From an optimization exercise on the open Yosys and OpenROAD flow, aimed at small area and a short achievable clock period; shortcuts taken in it are not production practice.
No functional check of the RTL was part of any run shown here.

## flow/design.v (module list and top-level ports; edited modules follow where they fit)
// module iteration_count_palette_top: 8395 lines
module iteration_count_palette_top #(
  parameter int COUNT_WIDTH = 16,
  parameter int FRAC_BITS   = 16
) (
  input  logic        clk,
  input  logic        rst,
  input  logic        start,
  output logic        busy,
  input  logic [15:0] iter_count,
  output logic        done,
  output logic [7:0]  red,
  output logic [7:0]  green,
  output logic [7:0]  blue,
  input  logic        psel,
  input  logic        penable,
  input  logic        pwrite,
  input  logic [2:0]  paddr,
  input  logic [31:0] pwdata,
  output logic [31:0] prdata,
  output logic        pready
);
  // ...
==> flow/run.sh <==
#!/bin/bash
# synth_recipe.tcl (not shown) runs the flow's synth.tcl, then flattens the netlist and writes it again
# the make line also repeats each setting of config.mk as NAME=value (left out here)
make -C /OpenROAD-flow-scripts/flow DESIGN_CONFIG=/design/flow/config.mk WORK_HOME=/design/flow/orfs CLKGATE_MAP_FILE= SYNTH_SCRIPT=/design/flow/synth_recipe.tcl finish
==> flow/config.mk <==
export PLATFORM = sky130hd
export DESIGN_NAME = iteration_count_palette_top
export DESIGN_NICKNAME = iteration_count_palette_top
export VERILOG_FILES = /design/flow/design.v
export SDC_FILE = /design/flow/constraint.sdc
export NUM_CORES = 4
export LEC_CHECK = 0
export CAP_MARGIN = 20
export CORE_MARGIN = 2
export CORE_UTILIZATION = 40
export SETUP_SLACK_MARGIN = 5
export SLEW_MARGIN = 20
==> flow/constraint.sdc <==
create_clock -name core_clock -period 8.5 [get_ports {clk}]
set_input_delay 1.7000 -clock core_clock [delete_from_list [all_inputs] [get_ports {clk}]]
set_output_delay 1.7000 -clock core_clock [all_outputs]
set_load 0.01 [all_outputs]
==> impl_metrics.toml, run 1 <==
[final_layout]
instances_no_fill = 9907
nonClockInverterCount = 1033
nNetsFinal = 8335
buffer_area_frac = 0.0171
regArea_mm2 = 0.0348
largest_reg_flops = 146

[placed_design]
port_buffers = 80
placed_cells_incl_taps = 9532
hpwl_um = 124000

[synth]
netlist_top_cells_area = "dfxtp_1, fa_1, ha_1"
synth_common_cells = "dfxtp_1, inv_1, fa_1"
netlist_instances = 7013
synth_compound_area_frac = 0.0831
synth_top_family_by_area = "adder cells"
synth_xor_area_frac = 0.0734

[status]
status = "no timing/DRC/antenna violations"

[grt]
grt_use_met1 = 0.212
grt_pass1_vias = 50713

[floorplanning]
die_w_um = 450
die_y_um = 450
dieArea_mm2 = 0.203
num_tap_cells = 2640
num_rows = 163

[sta]
setup-tns-final_ns = 0
whs_ns = 0.289
fmax_mhz = 292
fin_worst_skew_ns = 0.0518

[clock_network]
path_clk_slew_ns = 0.06
cts.sinks = 1736
post-cts-setup-buffers = 14

[detailed_routing]
first_pass_iters = 6
wl_met1_um = 73100
met3WireLength_um = 7360
wl_met2_um = 82700

[worst_setup_path]
worstPathRequired_ns = 6.80
endpoint = "prdata[6]"
ff2ff_path_depth = 6
slowest_delay_ns = 0.55

[hold_path]
hp-start = "p27[59]"
==> run 2: changes to the inputs <==
--- a/flow/config.mk
+++ b/flow/config.mk
@@ -8,5 +8,8 @@
 export CAP_MARGIN = 20
 export CORE_MARGIN = 2
 export CORE_UTILIZATION = 40
+export CTS_BUF_LIST = sky130_fd_sc_hd__clkbuf_8
+export CTS_CLUSTER_DIAMETER = 40
+export CTS_CLUSTER_SIZE = 20
 export SETUP_SLACK_MARGIN = 5
 export SLEW_MARGIN = 20
==> run 2 against run 1 <==
Compared with the run above:
- register-to-register slack worse by 0.08 ns
- critical path depth up 5
- cell area shrank 0.73%
- largest cell class unchanged
- non-clock buffer count up 5
- still clean
- sequential share of layout area rose by 0.28 points
==> impl_metrics.toml, run 2 <==
[synth]
synth_ff_type = "dfxtp_1"
netlist_top_cells_area = "dfxtp_1, fa_1, ha_1"
synth.distinct_cells = 90
synth_most_common_cell = "dfxtp_1"
synth_compound_area_frac = 0.0831
synth_area_leader_cell = "dfxtp_1"
synth-edff-count = 0
synth_seq_cells = 1736
synth_fa_ha_area_frac = 0.250
syn_area_mm2 = 0.0797
netlist_instances = 7013
synth_xor_area_frac = 0.0734
synthSimpleGateAreaFrac = 0.0636
synthMuxAreaShare = 0.0311
synth_common_cells = "dfxtp_1, inv_1, fa_1"
async_flop_share = 0
synth_top_family_by_area = "adder cells"
synth_warnings = 1
synth_top_area_frac = 0.436
ys_seq_area_frac = 0.436
synth.avg_cell_area_um2 = 11.4

[detailed_routing]
routedWlPerCell_um = 16.8
vias = 47746
drc_errors = 0
avgViaCountPerCell = 4.76
drt_iter0_drc = 2373
first_pass_iters = 6
routed_wl_um = 169000
ant_nets = 0

[worst_setup_path]
critPathMostFrequentCell = "fa_1"
cp_max_fo = 13
worstPathRequired_ns = 9.35
crit_type = "reg -> reg"
cpLargestDelayFamily = "adder cells"
cp-start-kind = "flip-flop"
end_kind = "flip-flop"
arrival_ns = 4.29
crit_path_cell_trace = "clkinv_4 -> fa_1 -> fa_1 -> fa_1 -> inv_1 -> fa_1"
path_buf_inv = 2
crit_slowest_cell = "dfxtp_1"
slowest_delay_ns = 0.82

[grt]
grt_pass1_wl_um = 275000
antenna_found_initial = 7
grt_pass1_vias = 51123
grt_usage = 0.169
grt_overflow = 0
grt_start_max_net_pins = 53

[sta]
fin_worst_skew_ns = 0.0661
rsz0062_at_grt = "false"
slew_headroom = 0.286
finalHoldViolCount = 0
tightestPinTransition_ns = 1.07
finalCriticalPeriod_ns = 3.44
whs_ns = 0.295
drv_slew = 0
fin_crit_sh = 0.405
fmax_mhz = 291
setup_viol = 0
setup-tns-final_ns = 0

[clock_network]
cts.sinks = 1736
cts_root_buf = "clkbuf_8"
clock_path_buffers = 3
clock_latency_ns = 1.01
cts_tree = "done"
path_clk_slew_ns = 0.09
h-tree-depth = 4
cts_hold_buf = 0
cts_made_buffers = 239

[final_layout]
layout_commonest_cell = "dfxtp_1"
filler_cell_count = 18263
largest_reg_flops = 146
syn_to_final_growth_pct = 12.2
nNetsFinal = 8396
final_cell_mix = "dfxtp_1, inv_1, fa_1, ha_1, xnor2_1"
drive_gt1_frac = 0.115
top_register = "p27"
largestRegisters = "p27 (146), p23 (125)"

[hold_path]
hp-class = "reg -> reg"

[floorplanning]
die_w_um = 450
num_rows = 163
dieArea_mm2 = 0.203
coreArea_mm2 = 0.198
die_y_um = 450
ios = 116
start_util = 0.403

[placed_design]
hpwl_um = 124000
routabilityCongestion = 0.848
port_buffers = 80

[job]
maxCapViolCount = 0

[status]
status = "no timing/DRC/antenna violations"
-- run 2: cell types whose count changed in the layout (fill, tap and decap cells not counted), moves of 11 or more --
| cell | before | now |
|---|---|---|
| inv_8 | 1 | 28 |
| clkinv_16 | 11 | 0 |
| clkdlybuf4s50_1 | 78 | 37 |
| clkinvlp_4 | 18 | 30 |
| clkinv_2 | 32 | 14 |
| clkbuf_8 | 28 | 261 |
| inv_6 | 5 | 45 |
| clkinv_4 | 6 | 34 |
| clkbuf_16 | 184 | 0 |
| clkbuf_1 | 30 | 0 |
| clkinv_8 | 0 | 20 |
| dlygate4sd2_1 | 0 | 42 |
-- run 2: worst reg2reg max path: cells and delay by family (launching register included) --
family	cells	cell delay [ns]
buffers and inverters	2	0.44
adder cells (fa/ha/maj)	4	2.06
flip-flops	1	0.82
-- run 2: per-layer routing --
metal | vias up | global-route usage | routed length, um
met5 | - | 0 | 27
met4 | 4 | 0.0628 | 5470
met3 | 340 | 0.0294 | 7830
met2 | 1143 | 0.292 | 82800
met1 | 23398 | 0.210 | 72700
li1 | 22861 | - | -
-- run 2: final cells by class --
type | count | area, um^2 | area share
inverter | 1033 | 3910 | 0.0437
clock buffer | 261 | 3590 | 0.0402
antenna | 12 | 30.0 | 0.000336
multi-input combinational | 3986 | 40100 | 0.449
timing repair buffer | 179 | 1520 | 0.0170
tap | 2640 | 3300 | 0.0369
clock inverter | 194 | 2160 | 0.0241
sequential | 1736 | 34800 | 0.389
-- run 2: per-stage QoR --
stage	util	cells	area [um^2]	setup slack (ns)
2_1_floorplan	-	7033	79800	5.03
3_3_place_gp	0.421	9532	83200	4.30
3_5_place_dp	0.421	9532	83200	4.24
4_1_cts	0.451	10003	89100	5.01
5_1_grt	0.452	10040	89400	5.00
6_report	0.452	10041	89400	5.06
-- run 2: cell families (layout without fill, tap and decap cells) --
kind of cell               count (synthesis)  after routing
other                                      2             34
buffers and inverters                   1311           1667
adders and majority gates               1164           1164
muxes                                    222            222
xor gates and xnor gates                 668            668
DFF                                     1736           1736
AOI/OAI and AO/OA                        914            914
and+or+nand+nor                          996            996
-- run 2: worst paths after layout --
check	start	endpoint	slack (ns)	depth (start not counted)
max	p26[6]	p27[33]	5.06	6
min	p23[5]	p24[5]	0.30	0
max reg2reg	p26[6]	p27[33]	5.06	6
min reg2reg	p23[5]	p24[5]	0.30	0
-- run 2: repair_timing --
item,CTS,global route
resized for setup,64,25
endpoints found under the setup margin,192,80
cloned,1,0
pin swaps,5,11
buffers inserted,15,26
==> run 3: changes to the inputs <==
--- a/flow/config.mk
+++ b/flow/config.mk
@@ -9,7 +9,7 @@
 export CORE_MARGIN = 2
 export CORE_UTILIZATION = 40
 export CTS_BUF_LIST = sky130_fd_sc_hd__clkbuf_8
-export CTS_CLUSTER_DIAMETER = 40
-export CTS_CLUSTER_SIZE = 20
+export CTS_CLUSTER_DIAMETER = 50
+export CTS_CLUSTER_SIZE = 16
 export SETUP_SLACK_MARGIN = 5
 export SLEW_MARGIN = 20
==> run 3 against run 2 <==
Compared with the run above:
- global-route usage decreased by 0.11 points
- hold slack got worse by 0.0050 ns
- register-to-register slack improved by 0.08 ns
- largest cell class unchanged
- die area unchanged
- core utilization decreased by 0.86 points
- highest routed layer unchanged
- first-iteration DRC count decreased by 2.4%
- setup slack improved by 0.077 ns
==> impl_metrics.toml, run 3 <==
[status]
status = "no timing/DRC/antenna violations"

[placed_design]
dp_slack_ns = 4.24
port_buffers = 80
routabilityCongestion = 0.848
hpwl_um = 124000

[clock_network]
h-tree-depth = 4
cts_hold_buf = 0
clock_latency_ns = 0.99
cts_root_buf = "clkbuf_8"
clock_path_buffers = 3
cts_tree = "done"
cts.sinks = 1736
cts_made_buffers = 175
path_clk_slew_ns = 0.09

[synth]
synth_common_cells = "dfxtp_1, inv_1, fa_1"
synth_ff_type = "dfxtp_1"
async_flop_share = 0
syn_area_mm2 = 0.0797
synth_warnings = 1
netlist_top_cells_area = "dfxtp_1, fa_1, ha_1"
synth_top_area_frac = 0.436
synth_area_leader_cell = "dfxtp_1"
synth_most_common_cell = "dfxtp_1"
synth.avg_cell_area_um2 = 11.4
netlist_instances = 7013
synth.distinct_cells = 90
synth_seq_cells = 1736
ys_seq_area_frac = 0.436
synth-edff-count = 0

[sta]
setup_viol = 0
whs_ns = 0.290
setup-tns-final_ns = 0
fmax_mhz = 297
rsz0062_at_grt = "true"
finalCriticalPeriod_ns = 3.36
fin_worst_skew_ns = 0.0645
tightestPinTransition_ns = 1.09
fin_crit_sh = 0.396
drv_slew = 0
slew_headroom = 0.272
finalHoldViolCount = 0
post-route-worst-setup-slack_ns = 5.14

[final_layout]
final_cell_mix = "dfxtp_1, inv_1, fa_1, ha_1, xnor2_1"
top_register = "p27"
nNetsFinal = 8331
drive_gt1_frac = 0.0969
layout_commonest_cell = "dfxtp_1"
syn_to_final_growth_pct = 10.0
largestRegisters = "p27 (146), p23 (125)"
fin_util = 0.444
largest_reg_flops = 146

[job]
maxCapViolCount = 0

[worst_setup_path]
crit_path_cell_trace = "a22oi_1 -> xnor2_1 -> fa_1 -> fa_1 -> inv_1 -> fa_1 -> nand4b_1 -> a211oi_1"
slowest_delay_ns = 0.88
critPathMostFrequentCell = "fa_1"
r2r_end = "p27[127]"
reg2reg_from = "p26[10]"
startpoint = "p26[10]"
worstPathRequired_ns = 9.32
arrival_ns = 4.18
crit_type = "reg -> reg"
crit_slowest_cell = "dfxtp_1"
cp_max_fo = 19
ff2ff_path_depth = 8
endpoint = "p27[127]"
cp-start-kind = "flip-flop"
path_depth = 8
cpLargestDelayFamily = "adder cells"
reg2reg_slack_ns = 5.14
end_kind = "flip-flop"
path_buf_inv = 1

[grt]
grt_pass1_wl_um = 273000
antenna_found_initial = 8
grt_pass1_vias = 50588
grt_overflow = 0
grt_usage = 0.168
grt_start_max_net_pins = 53

[floorplanning]
dieArea_mm2 = 0.203
die_y_um = 450
start_util = 0.403
die_w_um = 450
coreArea_mm2 = 0.198
num_rows = 163
ios = 116

[detailed_routing]
vias = 47207
ant_nets = 0
avgViaCountPerCell = 4.77
routedWlPerCell_um = 16.9
drc_errors = 0
drt_iter0_drc = 2317
first_pass_iters = 6
routed_wl_um = 168000

[hold_path]
hp-class = "reg -> reg"
[run 3: cell counts after synthesis]
Identical to the previous run, type by type.
[run 3: metal layers]
metal	vias up	track usage	part of all wire
li1	22624	-	-
met1	23229	0.211	0.43
met2	1033	0.289	0.49
met3	319	0.0270	0.045
met4	2	0.0628	0.033
met5	-	0	0.000078
[run 3: stage by stage]
step	std cells	area [um^2]
final	9899	87700
after CTS	9862	87400
after floorplan	7033	79800
after detailed placement	9532	83200
after global routing	9899	87700
after global placement	9532	83200
[run 3: cells by family (layout without fill, tap and decap cells)]
group / Yosys count / count (layout) / share of synthesized area
simple gates: 996 / 996 / 0.0636
fa+ha+maj: 1164 / 1164 / 0.250
other cells: 2 / 33 / 0.0000942
buf+inv: 1311 / 1526 / 0.0629
xor+xnor: 668 / 668 / 0.0734
flops: 1736 / 1736 / 0.436
compound gates: 914 / 914 / 0.0831
mux: 222 / 222 / 0.0311
[run 3: how the worst min path moves through the flow]
stage,start,endpoint,slack (ns),depth (start not counted)
after global placement,p8[0],p9[0],0.31,0
after global routing,p15[1],p16[1],0.31,0
after CTS,p16[0],p17[0],0.28,0
after floorplan,p9[0],p10[0],0.31,0
after detailed placement,p9[1],p10[1],0.31,0
final,p16[0],p17[0],0.29,0
[run 3: layout make-up]
| type | count | area [um^2] |
|---|---|---|
| Clock inverter | 132 | 1540 |
| Clock buffer | 183 | 2520 |
| Fill cell | 18382 | 110000 |
| Multi-Input combinational cell | 3986 | 40100 |
| Inverter | 1033 | 3910 |
| Timing Repair Buffer | 178 | 1510 |
| Sequential cell | 1736 | 34800 |
| Antenna cell | 11 | 27.5 |
| Tap cell | 2640 | 3300 |
[run 3: worst register-to-register path, stage by stage, from the launching register on]
cell and delay [ns]:
dfxtp_1 0.88, a22oi_1 0.22, xnor2_1 0.27, fa_1 0.48, fa_1 0.40, inv_1 0.07, fa_1 0.40, nand4b_1 0.17
a211oi_1 0.34
[run 3: what timing repair did]
| action | 4_1_cts | 5_1_grt |
|---|---|---|
| resized for setup | 64 | 27 |
| pin swaps | 4 | 9 |
| buffers inserted | 14 | 25 |
| endpoints found under the setup margin | 189 | 74 |
| gates cloned | 1 | 1 |

[separate check: timing with driven ports]
The results above use ideal ports. As a check the final layouts listed here were re-extracted and re-timed, cells and wires unchanged. Step 1, drivers: a clkbuf_16 drives clk and a buf_2 each remaining input, both assumed. Step 2 adds t to the input delays and takes it off the output delays; t is the mean of the earliest and latest rising clock arrival at the registers after step 1. Input paths then give back, and output paths get back, about the clock's delay inside the block. a / b / c = ideal ports / drivers / drivers and shift; a / b = the first two.
run	shift t [ns]	setup WS [ns]	hold slack, ns	cell pins on the clock port's net
run 1	0.905	5.072 / 4.984 / 4.691	0.289 / 0.289 / 0.289	1
run 2	1.051	5.059 / 5.059 / 4.337	0.295 / 0.295 / 0.295	1
run 3	1.029	5.136 / 5.132 / 4.306	0.290 / 0.290 / 0.290	1
After both steps setup and hold are still met in every run listed. For run 3, which loses most, drivers alone change the setup slack by -0.004 ns; drivers and shift together by -0.830 ns.
